This is an optimization exercise on Yosys and OpenROAD, whose aim is small area and a short achievable clock period, not a production implementation. Function was checked by simulation only, so behaviour that the tests miss may differ from the original. Power is estimated from default activity; no workload was simulated.

the previous run:
==> flow/design.v <==
module imem_loadable #(
  parameter int                    ADDR_WIDTH = 64,
  parameter int                    DATA_WIDTH = 32,
  parameter int                    DEPTH      = 64,
  parameter int                    IDX_W      = $clog2(DEPTH),
  parameter logic [DATA_WIDTH-1:0] NOP_WORD   = 32'hD503201F
) (
  input  logic                  clk,
  input  logic                  reset,
  input  logic                  load_valid,
  output logic                  load_ready,
  input  logic [DATA_WIDTH-1:0] load_data,
  input  logic                  load_last,
  input  logic                  load_restart,
  output logic [IDX_W:0]        load_count,
  output logic                  loaded,
  input  logic                  fetch_req,
  input  logic [ADDR_WIDTH-1:0] fetch_addr,
  output logic                  fetch_valid,
  output logic [DATA_WIDTH-1:0] fetch_instr,
  output logic [1:0]            fetch_fault
);
  logic                  run_reg;
  logic [IDX_W:0]        count_reg;
  logic                  run_o_reg;
  logic                  ready_o_reg;
  logic [IDX_W:0]        count_o_reg;
  logic [DATA_WIDTH-1:0] mem [DEPTH];
  logic [DATA_WIDTH-1:0] instr_reg;
  logic                  fetch_valid_reg;
  logic [1:0]            fault_reg;
  logic             fetch_fire;
  logic             misaligned;
  logic             out_of_range;
  logic             use_nop;
  logic [IDX_W-1:0] fetch_idx;
  logic [DEPTH-1:0] wr;
  assign fetch_fire   = run_reg && fetch_req && !load_restart;
  assign fetch_idx    = fetch_addr[IDX_W+1:2];
  imem_fault #(.ADDR_WIDTH(ADDR_WIDTH), .IDX_W(IDX_W)) u_fault (
    .addr(fetch_addr),
    .misaligned(misaligned), .out_of_range(out_of_range), .use_nop(use_nop)
  );
  localparam int SLICE_W = 8;
  localparam int NSLICE  = DATA_WIDTH / SLICE_W;
  localparam int NGRP    = DEPTH / 8;
  logic [7:0]      sel_lo [NSLICE];
  logic [NGRP-1:0] sel_hi;
  genvar gs;
  generate
    for (gs = 0; gs < NSLICE; gs++) begin : g_dec
      imem_decode #(.IDX_W(3), .DEPTH(8)) u_lo (.idx(fetch_idx[2:0]), .sel(sel_lo[gs]));
    end
  endgenerate
  imem_decode #(.IDX_W(IDX_W - 3), .DEPTH(NGRP)) u_hi (.idx(fetch_idx[IDX_W-1:3]), .sel(sel_hi));
  always_ff @(posedge clk) begin
    if (reset) begin
      run_reg   <= 1'b0;
      count_reg <= '0;
    end else if (!run_reg) begin
      if (load_valid) begin
        count_reg <= count_reg + 1'b1;
        if (load_last || count_reg[IDX_W-1:0] == IDX_W'(DEPTH - 1)) run_reg <= 1'b1;
      end
    end else if (load_restart) begin
      run_reg   <= 1'b0;
      count_reg <= '0;
    end
  end
  always_ff @(posedge clk) begin
    if (reset) begin
      run_o_reg   <= 1'b0;
      ready_o_reg <= 1'b1;
      count_o_reg <= '0;
    end else if (ready_o_reg) begin
      if (load_valid) begin
        count_o_reg <= count_o_reg + 1'b1;
        if (load_last || count_o_reg[IDX_W-1:0] == IDX_W'(DEPTH - 1)) begin
          run_o_reg   <= 1'b1;
          ready_o_reg <= 1'b0;
        end
      end
    end else if (load_restart) begin
      run_o_reg   <= 1'b0;
      ready_o_reg <= 1'b1;
      count_o_reg <= '0;
    end
  end
  logic             clear;
  logic [DEPTH-1:0] keep;
  assign clear = reset || (run_reg && load_restart);
  imem_wdec #(.IDX_W(IDX_W), .DEPTH(DEPTH)) u_wdec (
    .ptr(count_reg[IDX_W-1:0]), .load_mode(!run_reg && !reset), .clear(clear),
    .wr(wr), .keep(keep)
  );
  genvar gi, gb;
  generate
    for (gi = 0; gi < DEPTH; gi++) begin : g_word
      for (gb = 0; gb < DATA_WIDTH; gb++) begin : g_bit
        logic nxt;
        imem_hold_mux u_hold (
          .q(mem[gi][gb]), .d(load_data[gb] ^ NOP_WORD[gb]), .we(wr[gi]), .hold(keep[gi]),
          .y(nxt)
        );
        always_ff @(posedge clk) mem[gi][gb] <= nxt;
      end
    end
  endgenerate
  logic [DATA_WIDTH-1:0] rd_word;
  generate
    for (gb = 0; gb < DATA_WIDTH; gb++) begin : g_rd
      logic [NGRP-1:0]   l2;
      logic [NGRP/2-1:0] l3_n;
      for (gi = 0; gi < NGRP; gi++) begin : g_l2
        imem_or8 u (
          .m0(mem[8*gi][gb]),   .m1(mem[8*gi+1][gb]), .m2(mem[8*gi+2][gb]), .m3(mem[8*gi+3][gb]),
          .m4(mem[8*gi+4][gb]), .m5(mem[8*gi+5][gb]), .m6(mem[8*gi+6][gb]), .m7(mem[8*gi+7][gb]),
          .s(sel_lo[gb/SLICE_W]), .y(l2[gi])
        );
      end
      for (gi = 0; gi < NGRP / 2; gi++) begin : g_l3
        imem_aoi22 u (.a(l2[2*gi]), .b(sel_hi[2*gi]), .c(l2[2*gi+1]), .d(sel_hi[2*gi+1]),
                      .y(l3_n[gi]));
      end
      if (NOP_WORD[gb]) begin : g_one
        imem_a41o u4 (.a(l3_n[0]), .b(l3_n[1]), .c(l3_n[2]), .d(l3_n[3]), .e(use_nop),
                      .y(rd_word[gb]));
      end else begin : g_zero
        imem_a41oi u4 (.a(l3_n[0]), .b(l3_n[1]), .c(l3_n[2]), .d(l3_n[3]), .e(use_nop),
                       .y(rd_word[gb]));
      end
    end
  endgenerate
  always_ff @(posedge clk) begin
    if (reset) begin
      fetch_valid_reg <= 1'b0;
    end else begin
      fetch_valid_reg <= fetch_fire;
    end
    fault_reg <= {out_of_range, misaligned};
    instr_reg <= rd_word;
  end
  assign load_ready  = ready_o_reg;
  assign loaded      = run_o_reg;
  assign load_count  = count_o_reg;
  assign fetch_valid = fetch_valid_reg;
  assign fetch_fault = fault_reg;
  assign fetch_instr = instr_reg;
endmodule
module imem_hold_mux (
  input  logic q, d, we, hold,
  output logic y
);
  assign y = (q & hold) | (d & we);
endmodule
module imem_aoi22 (
  input  logic a, b, c, d,
  output logic y
);
  assign y = !((a & b) | (c & d));
endmodule
module imem_nand4 (
  input  logic a, b, c, d,
  output logic y
);
  assign y = !(a & b & c & d);
endmodule
module imem_nor2 (
  input  logic a, b,
  output logic y
);
  assign y = !(a | b);
endmodule
module imem_nor3 (
  input  logic a, b, c,
  output logic y
);
  assign y = !(a | b | c);
endmodule
module imem_a41oi (
  input  logic a, b, c, d, e,
  output logic y
);
  assign y = !((a & b & c & d) | e);
endmodule
module imem_or8 (
  input  logic       m0, m1, m2, m3, m4, m5, m6, m7,
  input  logic [7:0] s,
  output logic       y
);
  logic [3:0] n;
  assign n[0] = !((m0 & s[0]) | (m1 & s[1]));
  assign n[1] = !((m2 & s[2]) | (m3 & s[3]));
  assign n[2] = !((m4 & s[4]) | (m5 & s[5]));
  assign n[3] = !((m6 & s[6]) | (m7 & s[7]));
  assign y = !(&n);
endmodule
module imem_fault #(
  parameter int ADDR_WIDTH = 64,
  parameter int IDX_W      = 6
) (
  input  logic [ADDR_WIDTH-1:0] addr,
  output logic                  misaligned,
  output logic                  out_of_range,
  output logic                  use_nop
);
  localparam int HI_W = ADDR_WIDTH - IDX_W - 2;    
  localparam int N1   = (HI_W + 3) / 4;            
  localparam int N2   = (N1 + 3) / 4;              
  logic [4*N1-1:0] hi;
  logic [N1-1:0]   l1_n;
  logic [N2-1:0]   l2;
  logic [1:0]      l3_n;
  assign hi = (4*N1)'(addr[ADDR_WIDTH-1:IDX_W+2]);
  genvar k;
  generate
    for (k = 0; k < N1; k++) begin : g_l1
      imem_nor4 u (.a(hi[4*k]), .b(hi[4*k+1]), .c(hi[4*k+2]), .d(hi[4*k+3]), .y(l1_n[k]));
    end
    for (k = 0; k < N2; k++) begin : g_l2
      if (4*k + 3 < N1) begin : g_4
        imem_nand4 u (.a(l1_n[4*k]), .b(l1_n[4*k+1]), .c(l1_n[4*k+2]), .d(l1_n[4*k+3]),
                      .y(l2[k]));
      end else begin : g_2
        imem_nand2 u (.a(l1_n[4*k]), .b(l1_n[4*k+1]), .y(l2[k]));
      end
    end
  endgenerate
  imem_or2 u_mis (.a(addr[0]), .b(addr[1]), .y(misaligned));
  imem_or4 u_oor (.a(l2[0]), .b(l2[1]), .c(l2[2]), .d(l2[3]), .y(out_of_range));
  imem_nor3 u_n0 (.a(l2[0]), .b(l2[1]), .c(l2[2]), .y(l3_n[0]));
  imem_nor3 u_n1 (.a(l2[3]), .b(addr[0]), .c(addr[1]), .y(l3_n[1]));
  imem_nand2 u_nop (.a(l3_n[0]), .b(l3_n[1]), .y(use_nop));
endmodule
module imem_nor4 (
  input  logic a, b, c, d,
  output logic y
);
  assign y = !(a | b | c | d);
endmodule
module imem_nand2 (
  input  logic a, b,
  output logic y
);
  assign y = !(a & b);
endmodule
module imem_or2 (
  input  logic a, b,
  output logic y
);
  assign y = a | b;
endmodule
module imem_or4 (
  input  logic a, b, c, d,
  output logic y
);
  assign y = a | b | c | d;
endmodule
module imem_decode #(
  parameter int IDX_W = 6,
  parameter int DEPTH = 64
) (
  input  logic [IDX_W-1:0] idx,
  output logic [DEPTH-1:0] sel
);
  always_comb
    for (int i = 0; i < DEPTH; i++) sel[i] = (idx == IDX_W'(i));
endmodule
module imem_a41o (
  input  logic a, b, c, d, e,
  output logic y
);
  assign y = (a & b & c & d) | e;
endmodule
module imem_wdec #(
  parameter int IDX_W = 6,
  parameter int DEPTH = 64
) (
  input  logic [IDX_W-1:0] ptr,
  input  logic             load_mode,
  input  logic             clear,
  output logic [DEPTH-1:0] wr,
  output logic [DEPTH-1:0] keep
);
  localparam int LO_W = IDX_W / 2;
  localparam int HI_W = IDX_W - LO_W;
  logic [(1<<LO_W)-1:0] lo;
  logic [(1<<HI_W)-1:0] hi;
  always_comb begin
    for (int j = 0; j < (1 << LO_W); j++) lo[j] = load_mode && (ptr[LO_W-1:0] == LO_W'(j));
    for (int k = 0; k < (1 << HI_W); k++) hi[k] = (ptr[IDX_W-1:LO_W] == HI_W'(k));
    for (int i = 0; i < DEPTH; i++) begin
      wr[i]   = lo[i % (1 << LO_W)] && hi[i >> LO_W];
      keep[i] = !wr[i] && !clear;
    end
  end
endmodule
Settings: LEC_CHECK=0, CAP_MARGIN=20, CORE_MARGIN=2, CORE_UTILIZATION=60, CTS_CLUSTER_DIAMETER=100, CTS_CLUSTER_SIZE=25, PLACE_DENSITY=0.7, SETUP_SLACK_MARGIN=1.4, SLEW_MARGIN=20, SYNTH_HIERARCHICAL=1; clock period 3.4 ns.
run.sh (not shown) runs the stock make flow with config.mk's settings and CLKGATE_MAP_FILE= SYNTH_SCRIPT=/design/flow/synth_recipe.tcl, a recipe that flattens the netlist after the stock synthesis.
The previous run completed; timing, DRC and antenna clean
Input-level comparison between the current run and the previous run:
diff --git a/flow/design.v b/flow/design.v
--- a/flow/design.v
+++ b/flow/design.v
@@ -46,13 +46,35 @@
   localparam int NGRP    = DEPTH / 8;
   logic [7:0]      sel_lo [NSLICE];
   logic [NGRP-1:0] sel_hi;
-  genvar gs;
+  genvar gs, gd;
+  logic [IDX_W-1:0] fetch_idx_n;
+  logic [7:0]       sel_lo_n [NSLICE];
+  logic [NGRP-1:0]  sel_hi_n;
   generate
+    for (gd = 0; gd < IDX_W; gd++) begin : g_idx_n
+      imem_inv u (.a(fetch_idx[gd]), .y(fetch_idx_n[gd]));
+    end
     for (gs = 0; gs < NSLICE; gs++) begin : g_dec
-      imem_decode #(.IDX_W(3), .DEPTH(8)) u_lo (.idx(fetch_idx[2:0]), .sel(sel_lo[gs]));
+      for (gd = 0; gd < 8; gd++) begin : g_lo
+        imem_nand3 u_n (
+          .a(gd[0] ? fetch_idx[0] : fetch_idx_n[0]),
+          .b(gd[1] ? fetch_idx[1] : fetch_idx_n[1]),
+          .c(gd[2] ? fetch_idx[2] : fetch_idx_n[2]),
+          .y(sel_lo_n[gs][gd])
+        );
+        imem_inv u_d (.a(sel_lo_n[gs][gd]), .y(sel_lo[gs][gd]));
+      end
+    end
+    for (gd = 0; gd < NGRP; gd++) begin : g_hi
+      imem_nand3 u_n (
+        .a(gd[0] ? fetch_idx[3] : fetch_idx_n[3]),
+        .b(gd[1] ? fetch_idx[4] : fetch_idx_n[4]),
+        .c(gd[2] ? fetch_idx[5] : fetch_idx_n[5]),
+        .y(sel_hi_n[gd])
+      );
+      imem_inv u_d (.a(sel_hi_n[gd]), .y(sel_hi[gd]));
     end
   endgenerate
-  imem_decode #(.IDX_W(IDX_W - 3), .DEPTH(NGRP)) u_hi (.idx(fetch_idx[IDX_W-1:3]), .sel(sel_hi));
   always_ff @(posedge clk) begin
     if (reset) begin
       run_reg   <= 1'b0;
@@ -256,15 +278,17 @@
 );
   assign y = a | b | c | d;
 endmodule
-module imem_decode #(
-  parameter int IDX_W = 6,
-  parameter int DEPTH = 64
-) (
-  input  logic [IDX_W-1:0] idx,
-  output logic [DEPTH-1:0] sel
+module imem_nand3 (
+  input  logic a, b, c,
+  output logic y
+);
+  assign y = !(a & b & c);
+endmodule
+module imem_inv (
+  input  logic a,
+  output logic y
 );
-  always_comb
-    for (int i = 0; i < DEPTH; i++) sel[i] = (idx == IDX_W'(i));
+  assign y = !a;
 endmodule
 module imem_a41o (
   input  logic a, b, c, d, e,
[summary]
The current run reached the final stage; the timing, design-rule and antenna checks on its layout passed.
Relative to the previous run, data arrival at the endpoint of the critical path increased by 210 ps in the current run.
Relative to the previous run, the total number of cells along the worst setup path of the current run is higher by 3.
In the metrics for the previous run and the current run, the one carrying the lower final critical-path required period is the previous run.
Overall global routing resource usage was higher in the run labelled the current run.
Against the previous run as the reference, the current run delivers a higher share of the clock period used by the worst path after layout.
Vias: the current run above the previous run
Routed wire in the current run totals more than in the previous run.
Between the current run and the previous run, it is the current run whose power is higher, by about 1.8%.
Summary of the current run over the previous run: synthesized cell count went up about 0.8%, basic-gate share of the synthesized area counting and, or, nand and nor cells lost 0.16 points, fraction of area in clock buffers and inverters essentially unchanged, clock power flat.
Looking at combinational fraction of design power across the previous run and the current run, the one that comes out higher is the current run.


Setup of wip/lagoon:
Starts from the design.v that is shown in full above.
clock: 3.4 ns
lec_check: 0
cap_margin: 20
core_margin: 2
core_utilization: 60
cts_cluster_diameter: 100
cts_cluster_size: 25
place_density: 0.7
setup_slack_margin: 1.2
slew_margin: 20
synth_hierarchical: 1
wip/lagoon | status: complete | timing, DRC, antenna: pass
Inputs modified between wip/lagoon and wip/maple:
--- a/flow/design.v
+++ b/flow/design.v
@@ -47,11 +47,33 @@
   logic [7:0]      sel_lo [NSLICE];
   logic [NGRP-1:0] sel_hi;
-  genvar gs;
+  genvar gs, gd;
+  logic [IDX_W-1:0] fetch_idx_n;
+  logic [7:0]       sel_lo_n [NSLICE];
+  logic [NGRP-1:0]  sel_hi_n;
   generate
+    for (gd = 0; gd < IDX_W; gd++) begin : g_idx_n
+      imem_inv u (.a(fetch_idx[gd]), .y(fetch_idx_n[gd]));
+    end
     for (gs = 0; gs < NSLICE; gs++) begin : g_dec
-      imem_decode #(.IDX_W(3), .DEPTH(8)) u_lo (.idx(fetch_idx[2:0]), .sel(sel_lo[gs]));
+      for (gd = 0; gd < 8; gd++) begin : g_lo
+        imem_nand3 u_n (
+          .a(gd[0] ? fetch_idx[0] : fetch_idx_n[0]),
+          .b(gd[1] ? fetch_idx[1] : fetch_idx_n[1]),
+          .c(gd[2] ? fetch_idx[2] : fetch_idx_n[2]),
+          .y(sel_lo_n[gs][gd])
+        );
+        imem_inv u_d (.a(sel_lo_n[gs][gd]), .y(sel_lo[gs][gd]));
+      end
+    end
+    for (gd = 0; gd < NGRP; gd++) begin : g_hi
+      imem_nand3 u_n (
+        .a(gd[0] ? fetch_idx[3] : fetch_idx_n[3]),
+        .b(gd[1] ? fetch_idx[4] : fetch_idx_n[4]),
+        .c(gd[2] ? fetch_idx[5] : fetch_idx_n[5]),
+        .y(sel_hi_n[gd])
+      );
+      imem_inv u_d (.a(sel_hi_n[gd]), .y(sel_hi[gd]));
     end
   endgenerate
-  imem_decode #(.IDX_W(IDX_W - 3), .DEPTH(NGRP)) u_hi (.idx(fetch_idx[IDX_W-1:3]), .sel(sel_hi));
   always_ff @(posedge clk) begin
     if (reset) begin
@@ -257,13 +279,15 @@
   assign y = a | b | c | d;
 endmodule
-module imem_decode #(
-  parameter int IDX_W = 6,
-  parameter int DEPTH = 64
-) (
-  input  logic [IDX_W-1:0] idx,
-  output logic [DEPTH-1:0] sel
+module imem_nand3 (
+  input  logic a, b, c,
+  output logic y
+);
+  assign y = !(a & b & c);
+endmodule
+module imem_inv (
+  input  logic a,
+  output logic y
 );
-  always_comb
-    for (int i = 0; i < DEPTH; i++) sel[i] = (idx == IDX_W'(i));
+  assign y = !a;
 endmodule
 module imem_a41o (
--- outcome ---
Compared with wip/lagoon, wip/maple shows a higher shortest period the worst path allows.
wip/maple — static leakage 2.3% higher, wip/lagoon as reference
[wip/maple vs wip/lagoon] layout overhead on the synthesized area: higher in wip/maple
Total power after layout delta (wip/lagoon -> wip/maple): insignificant
Final non-filler cell area, wip/maple vs wip/lagoon: up by a few percent
As of wip/maple, routed wire length had risen by a few percent compared to wip/lagoon.
wip/maple vs wip/lagoon, critical path depth went up by 1.
From wip/lagoon to wip/maple the numbers moved as follows: worst setup slack after layout -0.17 ns; worst-case hold slack -0.15 ns; power share of the sequential group ~0 delta.

[port drivers added, routing unchanged]
No port has a modelled driver above. Below, the same layouts with a new extraction and two added sets of constraints.
Step 1 sets driving cells, clkbuf_16 on the clock port and buf_2 on the other inputs (assumed; they add their load-dependent delay and slew).
Step 2 adds t to the input delays and takes it off the output delays; t is the mean of the earliest and latest rising clock arrival at the registers after step 1. Input paths then give back, and output paths get back, about the clock's delay inside the block.
Slacks: ideal ports / drivers / drivers and shift; pairs: ideal ports / drivers.
run | t (ns) | setup WS [ns] | cell pins on the clock port's net
the previous run | 0.825 | 0.979 / 0.886 / 0.061 | 1
the current run | 0.850 | 0.903 / 0.939 / 0.089 | 1
wip/lagoon | 0.837 | 1.132 / 1.096 / 0.307 | 1
wip/maple | 0.828 | 0.961 / 0.996 / 0.168 | 1
After both steps every run listed still meets setup and hold. For the previous run, which loses most, drivers alone change the setup slack by -0.093 ns; drivers and shift together by -0.918 ns.
